What follows belongs to an exercise in optimizing a design on an open flow for small area; a production flow would make more cautious choices.
In this exercise RTL edits were held to simulation tests only and were not proved equivalent to the original.
Power and IR drop assume default switching activity.

`flow/constraint.sdc`:
```
create_clock -name core_clock -period 8.0 [get_ports {clk}]
set_input_delay 1.6000 -clock core_clock [delete_from_list [all_inputs] [get_ports {clk}]]
set_output_delay 1.6000 -clock core_clock [all_outputs]
set_load 0.01 [all_outputs]
```
`flow/config.mk`:
```
export PLATFORM = sky130hd
export DESIGN_NAME = regfile_mp
export DESIGN_NICKNAME = regfile_mp
export VERILOG_FILES = /design/flow/design.v
export SDC_FILE = /design/flow/constraint.sdc
export NUM_CORES = 4
export LEC_CHECK = 0
export CAP_MARGIN = 20
export CELL_PAD_IN_SITES_GLOBAL_PLACEMENT = 2
export CORE_MARGIN = 2
export CORE_UTILIZATION = 25
export PLACE_DENSITY = 0.35
export SLEW_MARGIN = 20
```
`flow/run.sh`:
```
#!/bin/bash
# synth_recipe.tcl (not shown) runs the flow's synth.tcl, then flattens the netlist and writes it again
# the make line also repeats each setting of config.mk as NAME=value (left out here)
make -C /OpenROAD-flow-scripts/flow DESIGN_CONFIG=/design/flow/config.mk WORK_HOME=/design/flow/orfs CLKGATE_MAP_FILE= SYNTH_SCRIPT=/design/flow/synth_recipe.tcl finish
```
`flow/design.v`:
```
package regfile_pkg;
    typedef enum logic {CLEAR, RUN} rf_state_t;
    localparam int DEF_DATA_W = 32;
    localparam int DEF_DEPTH  = 32;
    function automatic integer addr_w(input integer depth);
        addr_w = $clog2(depth);
    endfunction
endpackage
module regfile_clear_seq
#(
    parameter  int DEPTH = regfile_pkg::DEF_DEPTH,
    localparam int AW    = regfile_pkg::addr_w(DEPTH)
) (
    input  logic          clk,
    input  logic          rst,
    input  logic          clr_req,
    output logic          clr_we,
    output logic [AW-1:0] clr_addr,
    output logic          ready,
    output logic          clr_next
);
    localparam logic [AW-1:0] LAST = AW'(DEPTH - 1);
    regfile_pkg::rf_state_t state_q, state_d;
    logic [AW-1:0] clr_cnt_q, clr_cnt_d;
    always_comb begin
        state_d   = state_q;
        clr_cnt_d = clr_cnt_q;
        clr_we    = 1'b0;
        case (state_q)
            regfile_pkg::CLEAR: begin
                clr_we = 1'b1;
                if (clr_cnt_q == LAST) state_d = regfile_pkg::RUN;
                else                   clr_cnt_d = clr_cnt_q + AW'(1);
            end
            regfile_pkg::RUN: begin
                if (clr_req) begin
                    state_d   = regfile_pkg::CLEAR;
                    clr_cnt_d = AW'(1);
                end
            end
            default: state_d = regfile_pkg::CLEAR;
        endcase
    end
    always_ff @(posedge clk) begin
        if (rst) begin
            state_q   <= regfile_pkg::CLEAR;
            clr_cnt_q <= AW'(1);
        end else begin
            state_q   <= state_d;
            clr_cnt_q <= clr_cnt_d;
        end
    end
    assign clr_addr = clr_cnt_q;
    assign ready    = (state_q == regfile_pkg::RUN);
    assign clr_next = rst | (state_d == regfile_pkg::CLEAR);
endmodule
module regfile_mp
#(
    parameter  int DATA_W  = regfile_pkg::DEF_DATA_W,
    parameter  int DEPTH   = regfile_pkg::DEF_DEPTH,
    parameter  int NUM_RD  = 2,
    parameter  int DBG_IDX = 8,
    localparam int AW      = regfile_pkg::addr_w(DEPTH)
) (
    input  logic                     clk,
    input  logic                     rst,
    input  logic                     clr_req,
    input  logic                     we0,
    input  logic [AW-1:0]            wa0,
    input  logic [DATA_W-1:0]        wd0,
    input  logic                     we1,
    input  logic [AW-1:0]            wa1,
    input  logic [DATA_W-1:0]        wd1,
    input  logic [NUM_RD*AW-1:0]     ra,
    output logic [NUM_RD*DATA_W-1:0] rd,
    output logic                     ready,
    output logic [DATA_W-1:0]        dbg_data
);
    logic          clr_we, clr_next;
    logic [AW-1:0] clr_addr;
    logic          run;
    logic [DATA_W-1:0] regs_q [DEPTH];
    logic [DATA_W-1:0] regs_d [DEPTH];
    logic [DATA_W-1:0] dbg_q;
    regfile_clear_seq #(.DEPTH(DEPTH)) u_clr (
        .clk      (clk),
        .rst      (rst),
        .clr_req  (clr_req),
        .clr_we   (clr_we),
        .clr_addr (clr_addr),
        .ready    (ready),
        .clr_next (clr_next)
    );
    assign run = ready;
    for (genvar r = 0; r < DEPTH; r++) begin : g_wr
        always_comb begin
            regs_d[r] = regs_q[r];
            if (clr_we && (clr_addr == AW'(r))) regs_d[r] = '0;
            if (run) begin
                if (we0 && (wa0 != '0) && !(we1 && (wa1 == wa0)) && (wa0 == AW'(r))) regs_d[r] = wd0;
                if (we1 && (wa1 != '0) && (wa1 == AW'(r)))                           regs_d[r] = wd1;
            end
        end
        always_ff @(posedge clk) begin
            regs_q[r] <= regs_d[r];
        end
    end
    always_ff @(posedge clk) begin
        if (rst) dbg_q <= '0;
        else     dbg_q <= clr_next ? '0 : regs_d[DBG_IDX];
    end
    assign dbg_data = dbg_q;
    for (genvar i = 0; i < NUM_RD; i++) begin : g_rd
        logic [AW-1:0]     addr;
        logic [DATA_W-1:0] val;
        assign addr = ra[i*AW +: AW];
        always_comb begin
            val = regs_q[addr];
            if (!run || (addr == '0)) val = '0;
        end
        assign rd[i*DATA_W +: DATA_W] = val;
    end
endmodule
```
==> run notes <==
[cell usage after synthesis (all sizes together) (15+ instances only)]
cell,instances,area (µm²)
mux2i,1910,19100
nand2,1052,3950
dfxtp,1030,20600
nand3,742,3710
clkbuf,660,2480
a22oi,375,2820
nand4,236,1480
buf,193,1050
and3,182,1140
a22o,106,928
nor2,79,297
a2111oi,54,479
o21ai,54,270
nor4,50,328
nand2b,49,307
inv,48,180
nor3,43,220
a21oi,41,205
a31oi,38,238
and4,38,333
a21o,33,248
and2,29,181
o31a,27,236
nor2b,17,106
o2bb2ai,17,149
a222oi,15,150
[registers in the layout, indices dropped and copies added (netlist names)]
register and cells:
u_clr.state_q 1, u_clr.clr_cnt_q 5, dbg_q 32, regs_q 992
[cells in the final DEF, fill, tap and decap left out, types with 27 or more instances in the layout]
cell type,n
inv_1,47
nor4_1,46
clkbuf_16,151
nand2b_1,49
nor2_4,45
and4_1,37
a21oi_1,38
a2111oi_0,51
nand2_1,1017
a22o_1,93
diode_2,27
dfxtp_1,1029
a31oi_1,38
o21ai_0,52
nor3_1,31
a21o_1,33
nand2_4,33
buf_4,396
and3_1,180
buf_12,39
mux2i_1,1910
a22oi_1,375
nand4_1,236
nand3_1,735
clkbuf_8,30
clkbuf_1,40
clkdlybuf4s50_1,173
nor2_1,27
[logic make-up after synthesis]
logic type               after synthesis  share of synthesized area
buffers and inverters                901                     0.0590
AO/OA/AOI/OAI                        856                      0.104
flip-flops                          1030                      0.328
multiplexers                        1921                      0.306
adder cells (fa/ha/maj)                6                    0.00119
XOR/XNOR                               4                   0.000557
AND/OR/NAND/NOR                     2602                      0.202
[metrics by stage]
stage	area [µm²]	power (µW)
2_1_floorplan	62900	7680
3_3_place_gp	70500	9350
3_5_place_dp	70600	9380
4_1_cts	75500	16300
5_1_grt	75500	16700
6_report	75500	16400
[layer usage]
metal | global-route usage | up-vias
li1 | - | 26700
met1 | 0.579 | 36900
met2 | 0.627 | 5144
met3 | 0.109 | 1348
met4 | 0.236 | 22
met5 | 0 | -
[power breakdown]
part           total [µW]  internal [µW]  switching [µW]
clock                6920           4000            2930
sequential           7100           5860            1240
combinational        2350            777            1570
[critical path: stages]
cell             delay, ns
buf_2                 0.56
nand2b_1              0.73
nor2_4                1.11
buf_4                 0.29
a22oi_1               0.10
and4_1                0.22
a31oi_1               0.50
clkdlybuf4s50_1       0.65
[final timing paths]
check	startpoint	to	slack, ns	cells past startpoint
hold / removal	regs_q[2][6]	regs_q[2][6]	0.48	2
setup reg to reg	u_clr.state_q	regs_q[11][12]	3.83	7
setup / recovery	ra[1]	rd[1]	0.57	8
hold reg to reg	regs_q[2][6]	regs_q[2][6]	0.48	2
[final cells by class]
type	instances	area, µm²	share of cell area
Multi-Input combinational cell	5389	40000	0.530
Inverter	48	180	0.00238
Tap cell	3348	4190	0.0554
Antenna cell	27	67.6	0.000894
Clock inverter	37	482	0.00638
Sequential cell	1030	20600	0.273
Timing Repair Buffer	619	5630	0.0745
Clock buffer	221	4340	0.0575
==> summary.txt <==
Route
  – Number of DRC markers in iteration 0: 10.8k
  – DRC viols: 0
  – Drt pass-1 iters: 8
  – Post-Route M1 WL: 245,000 µm
  – Highest metal used: met5
  – Met2 Wirelength: 239,000 µm
  – Final wirelength: 575,000 µm
  – DRT antenna net count: 0
  – Vias per std cell: 6.54
  – Vias: roughly 70k
  – Met3 wire length: 54,800 µm
  – Wire per inst: 53.7 µm

Timing
  – Slew headroom: 0.145
  – Tcrit/Tclk final: 0.929
  – RSZ-0062 raised after global routing: no
  – Hold_ws: 0.476 ns
  – Final Max Slew Viols: 0
  – Final setup fails: 0
  – FMAX: 135 MHz
  – Hold Vio Cnt, Final: 0
  – Final worst slack: 0.566 ns
  – Worst slew pin tran: 1.28 ns
  – Final min period: 7.43 ns
  – Clock Skews: 0.0212 ns
  – Fin Setup TNS: 0 ns

Status
  – Outcome: complete, no violations

Setup path
  – Critical path peak fanout: 19
  – Worst Path Required: 6.40 ns
  – CP arrival: 5.83 ns
  – Startpoint types: input pin
  – Worst setup EP type: output pin
  – CP Class: input pin to output pin

Global route
  – Largest net degree at the start of global routing: between 100 and 150
  – Initial antenna violation count: 71
  – Vias in the first global route: 64.1k
  – Gr ovfl total: 0
  – GRT Resource Usage Total: 0.431
  – First-pass GRT wire length: between 700,000 and 800,000 µm

Flow run
  – Reported max-cap violation count: 0

Clock network
  – Number of gates resized after CTS: 0
  – Worst-path clk slew: 0.06 ns
  – TritonCTS Buffers: 146
  – Root Buffer: clkbuf_16
  – Htree depth: 4
  – Max Root-Sink Buffers: 3
  – Clock tree from TritonCTS: yes
  – CTS Sinks: 1,030
  – Post-CTS Hold Fix Bufs: 0
  – Setup Buffers After CTS: 0
  – Clock Latency Late Sink: 0.84 ns

Finish
  – Final #Nets: around 7.3k
  – Area Growth Syn to Fin: 20.0%
  – Filler cell count: between 20k and 30k
  – Final Util: 0.301
  – Final Non-Filler Cells: 10.7k
  – Share of layout cells above drive strength 1: 0.120

Placement
  – Port bufs: between 150 and 200
  – HPWL Detailed: 374,000 µm
  – Gpl congestion: 0.991
  – Pre-CTS WS: 0.862 ns
  – Number of cells after detailed placement: 10.4k

Power and ir drop
  – Peak VDD IR: 0.218 mV
  – Leak: 0.0323 µW
  – Power per cell area: between 200 and 250 nW/µm²

Yosys
  – Number of distinct library cells after synthesis: 71
  – Primary FF master, synth: dfxtp_1
  – Seq/Total Area, Yosys: 0.328
  – Post-synth EDFFs: 0
  – Async set or reset register ratio after synthesis: 0
  – YS warnings: 4
  – Synthesized flop and latch total: ~1.0k
  – Mapped Avg Cell Area: 8.60 µm²
  – Syn Std Cell Area: about 63,000 µm²
  – Net Count, Synth: 7,415
  – Synthesized instance count: 7,320

Floorplanning
  – CORE AREA: 251,000 µm²
  – Num ports: 186
  – Die Ht: 506 µm
  – Cell Rows: 184
  – Die width: 506 µm
  – Die area: 256,000 µm²
  – Initial Util: 0.251

Worst hold path
  – Type of the worst min-delay path: flop to flop

==> static timing again, ports no longer ideal <==
Ports are ideal in the flow. The routed layout listed here was re-timed in OpenROAD. Step 1 (the two cells are an assumption about what drives the block):
set clk [get_ports {clk}]
set_driving_cell -lib_cell sky130_fd_sc_hd__clkbuf_16 $clk
set_driving_cell -lib_cell sky130_fd_sc_hd__buf_2 [delete_from_list [all_inputs] $clk]
Step 2 times the ports against the registers' clock, not the clock port: input delays grow and output delays shrink by t, the midpoint of the rising clock arrivals with the driver on. Slacks: ideal / step 1 / step 2; pairs: ideal / step 1.
shift t [ns]: 0.938
setup WS [ns]: 0.566 / 0.540 / 0.540
latest minus earliest clock arrival (ns): 0.034 / 0.034
worst data-port slew with drivers (ns): 0.08
pins driven straight from the clock port: 1
After both steps setup and hold are still met in this run. For this run, drivers alone change the setup slack by -0.026 ns; drivers and shift together by -0.026 ns.
